Context: an optimization exercise on an open-source flow, tuned for small area, a short achievable clock period and few clock cycles per item. The choices shown serve that exercise and are no tape-out recipe. In this exercise RTL edits were held to simulation tests only and were not proved equivalent to the original. The clock input has no modelled driver; a real chip could not lean on it and would need a root buffer or a full tree. Power figures rest on the tool's default switching activity, not on a simulated workload.

== v26 ==
==> flow/design.v (excerpt) <==
module toy_language_char_tokenizer
(
   input  logic        clock,
   input  logic        reset,
   input  logic        req_valid,
   output logic        req_stall,
   input  logic [7:0]  req_char_in,
   input  logic        req_end_of_input,
   output logic        rsp_valid,
   input  logic        rsp_stall,
   output logic [4:0]  rsp_token_kind,
   output logic [4:0]  rsp_text_length,
   output logic [63:0] rsp_text_first,
   output logic [63:0] rsp_text_second,
   output logic        rsp_text_overflow,
   output logic        rsp_last_of_run
);
export LEC_CHECK = 0
export ABC_CLOCK_PERIOD_IN_PS = 2200
export CAP_MARGIN = 20
export CORE_MARGIN = 2
export CORE_UTILIZATION = 70
export SETUP_SLACK_MARGIN = 3.3
export SLEW_MARGIN = 20
create_clock -name core_clock -period 5.5 [get_ports {clock}]
standard.sh (not shown) runs the stock make flow with config.mk's settings and CLKGATE_MAP_FILE= SYNTH_SCRIPT=/design/flow/synth_recipe.tcl, a recipe that flattens the netlist after the stock synthesis.
==> flow/flow/run.sh <==
#!/bin/bash
# The standard layout with two changes: plain buffers (not delay cells) on the
# ports, and a two-level clock tree (four root buffers, ten leaf buffers, each
# driving a cluster of nearby flip-flops) in place of ORFS's clock tree, which
# has one level more. ORFS's own output is in standard_flow.log and orfs/logs.
set -euo pipefail
bash standard.sh \
  "BUFFER_PORTS_ARGS=-buffer_cell sky130_fd_sc_hd__buf_1" \
  "PRE_CTS_TCL=$PWD/flow/cts_hook.tcl" \
  finish > standard_flow.log 2>&1
==> flow/flow/cts_hook.tcl <==
# A two-level clock tree: the clock port drives four root buffers, each of
# which drives the leaf buffers of its part of the core; each leaf buffer
# drives a cluster of nearby flip-flops.
proc my_manual_cts {args} {
  set db [ord::get_db]
  set block [ord::get_db_block]
  set nleaf 10
  set leafm [$db findMaster sky130_fd_sc_hd__clkbuf_16]
  set rootm [$db findMaster sky130_fd_sc_hd__clkbuf_16]
  set clk_port_net [[$block findBTerm clock] getNet]
  set sinks {}
  set xs {}
  set ys {}
  foreach it [$clk_port_net getITerms] {
    lappend sinks $it
    set bb [[$it getInst] getBBox]
    lappend xs [expr {([$bb xMin] + [$bb xMax]) / 2.0}]
    lappend ys [expr {([$bb yMin] + [$bb yMax]) / 2.0}]
  }
  set n [llength $sinks]
  # k-means on the sink positions, seeded along a space-filling order
  set order [lsort -integer -indices [lmap x $xs y $ys {expr {int($y / 20000) * 1000000 + (int($y / 20000) % 2 ? -int($x) : int($x))}}]]
  set cx {}; set cy {}
  for {set k 0} {$k < $nleaf} {incr k} {
    set i [lindex $order [expr {int(($k + 0.5) * $n / $nleaf)}]]
    lappend cx [lindex $xs $i]; lappend cy [lindex $ys $i]
  }
  set cap [expr {int(ceil(1.15 * $n / $nleaf))}]
  for {set iter 0} {$iter < 30} {incr iter} {
    # balanced assignment: each sink to the nearest centre with room, farthest sinks first
    set cnt [lrepeat $nleaf 0]
    set asg [lrepeat $n -1]
    set pairs {}
    for {set i 0} {$i < $n} {incr i} {
      set best 1e30
      for {set k 0} {$k < $nleaf} {incr k} {
        set d [expr {abs([lindex $xs $i] - [lindex $cx $k]) + abs([lindex $ys $i] - [lindex $cy $k])}]
        if {$d < $best} { set best $d }
      }
      lappend pairs [list $i $best]
    }
    foreach p [lsort -real -decreasing -index 1 $pairs] {
      set i [lindex $p 0]
      set best 1e30; set bk -1
      for {set k 0} {$k < $nleaf} {incr k} {
        if {[lindex $cnt $k] >= $cap} continue
        set d [expr {abs([lindex $xs $i] - [lindex $cx $k]) + abs([lindex $ys $i] - [lindex $cy $k])}]
        if {$d < $best} { set best $d; set bk $k }
      }
      lset asg $i $bk
      lset cnt $bk [expr {[lindex $cnt $bk] + 1}]
    }
    set sx [lrepeat $nleaf 0.0]; set sy [lrepeat $nleaf 0.0]
    for {set i 0} {$i < $n} {incr i} {
      set k [lindex $asg $i]
      lset sx $k [expr {[lindex $sx $k] + [lindex $xs $i]}]
      lset sy $k [expr {[lindex $sy $k] + [lindex $ys $i]}]
    }
    for {set k 0} {$k < $nleaf} {incr k} {
      if {[lindex $cnt $k] > 0} {
        lset cx $k [expr {[lindex $sx $k] / [lindex $cnt $k]}]
        lset cy $k [expr {[lindex $sy $k] / [lindex $cnt $k]}]
      }
    }
  }
  set nroot 4
  # group the leaves into nroot groups by angle around the centre
  set mx 0.0; set my 0.0
  for {set k 0} {$k < $nleaf} {incr k} { set mx [expr {$mx + [lindex $cx $k]}]; set my [expr {$my + [lindex $cy $k]}] }
  set mx [expr {$mx / $nleaf}]; set my [expr {$my / $nleaf}]
  set ang {}
  for {set k 0} {$k < $nleaf} {incr k} { lappend ang [expr {atan2([lindex $cy $k] - $my, [lindex $cx $k] - $mx)}] }
  set ord [lsort -real -indices $ang]
  set leafnets {}
  for {set k 0} {$k < $nleaf} {incr k} { lappend leafnets {} }
  for {set r 0} {$r < $nroot} {incr r} {
    set members {}
    for {set q 0} {$q < $nleaf} {incr q} { if {$q * $nroot / $nleaf == $r} { lappend members [lindex $ord $q] } }
    set rx 0.0; set ry 0.0
    foreach k $members { set rx [expr {$rx + [lindex $cx $k]}]; set ry [expr {$ry + [lindex $cy $k]}] }
    set rx [expr {int($rx / [llength $members])}]; set ry [expr {int($ry / [llength $members])}]
    set root [odb::dbInst_create $block $rootm clkbuf_root_${r}_clock]
    $root setLocation $rx $ry
    $root setPlacementStatus PLACED
    set rootnet [odb::dbNet_create $block clknet_root_${r}_clock]
    $rootnet setSigType CLOCK
    [$root findITerm A] connect $clk_port_net
    [$root findITerm X] connect $rootnet
    foreach k $members {
      set leaf [odb::dbInst_create $block $leafm clkbuf_leaf_${k}_clock]
      $leaf setLocation [expr {int([lindex $cx $k])}] [expr {int([lindex $cy $k])}]
      $leaf setPlacementStatus PLACED
      set net [odb::dbNet_create $block clknet_leaf_${k}_clock]
      $net setSigType CLOCK
      [$leaf findITerm A] connect $rootnet
      [$leaf findITerm X] connect $net
      lset leafnets $k $net
    }
  }
  for {set i 0} {$i < $n} {incr i} {
    set it [lindex $sinks $i]
    $it disconnect
    $it connect [lindex $leafnets [lindex $asg $i]]
  }
  $clk_port_net setSigType CLOCK
  puts "my_manual_cts: $n sinks, $nleaf leaves of [$leafm getName], counts $cnt"
  set_propagated_clock [all_clocks]
}

# ORFS's cts.tcl calls clock_tree_synthesis right after this hook: build the
# two-level tree above in its place. Everything else in cts.tcl (placement
# legalisation, timing repair) runs as usual.
rename clock_tree_synthesis my_orfs_clock_tree_synthesis
proc clock_tree_synthesis {args} {
  my_manual_cts
}
v26 | status: complete | timing, DRC, antenna: pass
Testbench counts of v26, summed over its fixed seeds: cycles 25,414, items 24,000.
--- input diff v26..v45 ---
- swapping 70 for 65 in CORE_UTILIZATION
- swapping 3.3 for 3.38 in SETUP_SLACK_MARGIN
diff --git a/flow/flow/run.sh b/flow/flow/run.sh
--- a/flow/flow/run.sh
+++ b/flow/flow/run.sh
@@ -2,3 +2,3 @@
 # The standard layout with two changes: plain buffers (not delay cells) on the
-# ports, and a two-level clock tree (four root buffers, ten leaf buffers, each
+# ports, and a two-level clock tree (four root buffers, twelve leaf buffers, each
 # driving a cluster of nearby flip-flops) in place of ORFS's clock tree, which
diff --git a/flow/flow/cts_hook.tcl b/flow/flow/cts_hook.tcl
--- a/flow/flow/cts_hook.tcl
+++ b/flow/flow/cts_hook.tcl
@@ -6,4 +6,4 @@
   set block [ord::get_db_block]
-  set nleaf 10
-  set leafm [$db findMaster sky130_fd_sc_hd__clkbuf_16]
+  set nleaf 12
+  set leafm [$db findMaster sky130_fd_sc_hd__clkbuf_8]
   set rootm [$db findMaster sky130_fd_sc_hd__clkbuf_16]
==> comparison <==
- Changes observed in v45 relative to v26: placed wire-length estimate after detailed placement flat; count of routing violations after the opening detailed-route iteration down about 6%.
- Summary of the comparison: total power consumption of the routed design is lower in v45, relative to v26.
- v45 vs v26 on final critical path time including I/O delays and setup: v45 is the lower one.
Changes in v52 relative to v45:
- a change of SETUP_SLACK_MARGIN from 3.38 to 3.3
diff --git a/flow/flow/run.sh b/flow/flow/run.sh
--- a/flow/flow/run.sh
+++ b/flow/flow/run.sh
@@ -2,3 +2,3 @@
 # The standard layout with two changes: plain buffers (not delay cells) on the
-# ports, and a two-level clock tree (four root buffers, twelve leaf buffers, each
+# ports, and a two-level clock tree (four root buffers, ten leaf buffers, each
 # driving a cluster of nearby flip-flops) in place of ORFS's clock tree, which
diff --git a/flow/flow/cts_hook.tcl b/flow/flow/cts_hook.tcl
--- a/flow/flow/cts_hook.tcl
+++ b/flow/flow/cts_hook.tcl
@@ -6,4 +6,4 @@
   set block [ord::get_db_block]
-  set nleaf 12
-  set leafm [$db findMaster sky130_fd_sc_hd__clkbuf_8]
+  set nleaf 10
+  set leafm [$db findMaster sky130_fd_sc_hd__clkbuf_16]
   set rootm [$db findMaster sky130_fd_sc_hd__clkbuf_16]
--- outcome ---
- As of v52, achievable frequency had fallen slightly compared to v45.
- v52 against v45: wire length after detailed routing fell by 0.96%; mux contribution to synthesized area held; part of the cycle the worst path needs shows an increase of 0.70 points.
- Utilization in v52 is 1.0 points below v45.
- Of v52 and v45, the higher clock-pin slew of the registers on the worst-case setup and hold paths belongs to v45.
- v52 vs v45: fraction of power consumed by the clock network up in v52
- v52 falls short of v45 in maximum ir drop on the vdd rail.
- v45 -> v52: total power increased by a few percent
Relative to v52, the following input files were edited for v17:
- SLEW_MARGIN now 0, was 20
- CAP_MARGIN now 0, was 20
diff --git a/flow/flow/run.sh b/flow/flow/run.sh
--- a/flow/flow/run.sh
+++ b/flow/flow/run.sh
@@ -2,3 +2,3 @@
 # The standard layout with two changes: plain buffers (not delay cells) on the
-# ports, and a two-level clock tree (four root buffers, ten leaf buffers, each
+# ports, and a two-level clock tree (four root buffers, twelve leaf buffers, each
 # driving a cluster of nearby flip-flops) in place of ORFS's clock tree, which
diff --git a/flow/flow/cts_hook.tcl b/flow/flow/cts_hook.tcl
--- a/flow/flow/cts_hook.tcl
+++ b/flow/flow/cts_hook.tcl
@@ -6,4 +6,4 @@
   set block [ord::get_db_block]
-  set nleaf 10
-  set leafm [$db findMaster sky130_fd_sc_hd__clkbuf_16]
+  set nleaf 12
+  set leafm [$db findMaster sky130_fd_sc_hd__clkbuf_8]
   set rootm [$db findMaster sky130_fd_sc_hd__clkbuf_16]
==> summary.txt <==
Measured against each other, v17 and v52 differ in shortest period the worst path allows, the lower figure coming from v52. Summary of v17 over v52: global routing usage on met1 neither gained nor lost much; leakage dissipation lost about 1.2%; reg2reg setup slack picked up an extra 0.04 ns; worst setup slack lost 0.0062 ns. Taking v52 as the reference, in v17 via count of the routed design comparable; adder-cell share of the synthesized area comparable; layout overhead on the synthesized area now smaller. Compared v17 vs v52, and wire length per cell after detailed routing is down in v17. What v17 reported for final total power has to be multiplied by 1.05 to get the figure for v52.
[inputs] v50 vs v17
- SETUP_SLACK_MARGIN changed from 3.3 to 3.2
- SLEW_MARGIN changed from 0 to 20
- CAP_MARGIN changed from 0 to 20
diff --git a/flow/flow/run.sh b/flow/flow/run.sh
--- a/flow/flow/run.sh
+++ b/flow/flow/run.sh
@@ -2,3 +2,3 @@
 # The standard layout with two changes: plain buffers (not delay cells) on the
-# ports, and a two-level clock tree (four root buffers, twelve leaf buffers, each
+# ports, and a two-level clock tree (four root buffers, ten leaf buffers, each
 # driving a cluster of nearby flip-flops) in place of ORFS's clock tree, which
diff --git a/flow/flow/cts_hook.tcl b/flow/flow/cts_hook.tcl
--- a/flow/flow/cts_hook.tcl
+++ b/flow/flow/cts_hook.tcl
@@ -6,4 +6,4 @@
   set block [ord::get_db_block]
-  set nleaf 12
-  set leafm [$db findMaster sky130_fd_sc_hd__clkbuf_8]
+  set nleaf 10
+  set leafm [$db findMaster sky130_fd_sc_hd__clkbuf_16]
   set rootm [$db findMaster sky130_fd_sc_hd__clkbuf_16]
Looking only at layout-stage area growth over the synthesis result, and setting everything else aside, the higher value of v50 and v17 goes to v17. Relative to v17, the biggest fanout along the worst timing path of v50 is higher by 10. Going from v17 to v50, global-route wire length before repair moved down; fraction of power consumed by combinational cells moved down; final worst-path cycle share moved up. Critical path startpoint: o_len[2]$_SDFFCE_PN0N_ -> v17, rsp_stall -> v50. | vias after detailed routing | v50 vs v17 | 84 lower |. On depth of the critical timing path with buffers and inverters included: between v50 and v17, it ends up higher for v50.
Input changes introduced in v55 (baseline for comparison: v50):
- a change of SETUP_SLACK_MARGIN from 3.2 to 3.45
Result for v50 and v55: all clean
From v50 to v55 the numbers moved as follows: area taken by flip-flops and latches saw an increase; area added between synthesis and finish picked up an extra 12 points; net switching power figure went up 11%.
v50 → v55: footprint of the multi-input gates now sits higher; detailed-route wire length went up about 19%; global-route usage shows an increase of 3.1 points; setup slack picked up an extra 0.18 ns.
Critical path depth: v55 < v50
No run of this note takes its clock network from TritonCTS; it comes from the design's own scripts or RTL.

[separate check: timing with driven ports]
How much do the figures lean on ideal ports? The routed layouts below were timed once more, with nothing changed but the port constraints. Step 1: set_driving_cell puts a clkbuf_16 on clock and a buf_2 on each other input, an assumption about the parent block. Step 2 moves the port delays by t, midway between the first and last clock arrival at a register: inputs arrive t later, outputs are due t later. That takes back most of the time a late clock gives input paths. a / b / c = ideal ports / drivers / drivers and shift; a / b = the first two.
run	t, ns	setup slack, ns	worst register clock-pin slew, ns	worst slew at a driven data input, ns	pins driven straight from the clock port
v26	0.365	3.296 / 3.250 / 3.065	0.09 / 0.09	0.04	4
v45	0.371	3.385 / 3.308 / 3.082	0.12 / 0.12	0.03	4
v52	0.373	3.346 / 3.255 / 3.053	0.08 / 0.08	0.03	4
v17	0.370	3.340 / 3.246 / 3.060	0.11 / 0.11	0.03	4
v50	0.364	3.234 / 3.239 / 2.932	0.09 / 0.09	0.03	4
v55	0.368	3.418 / 3.330 / 3.116	0.09 / 0.09	0.04	4
After both steps setup and hold are still met in every run listed. For v45, which loses most, drivers alone change the setup slack by -0.077 ns; drivers and shift together by -0.303 ns.
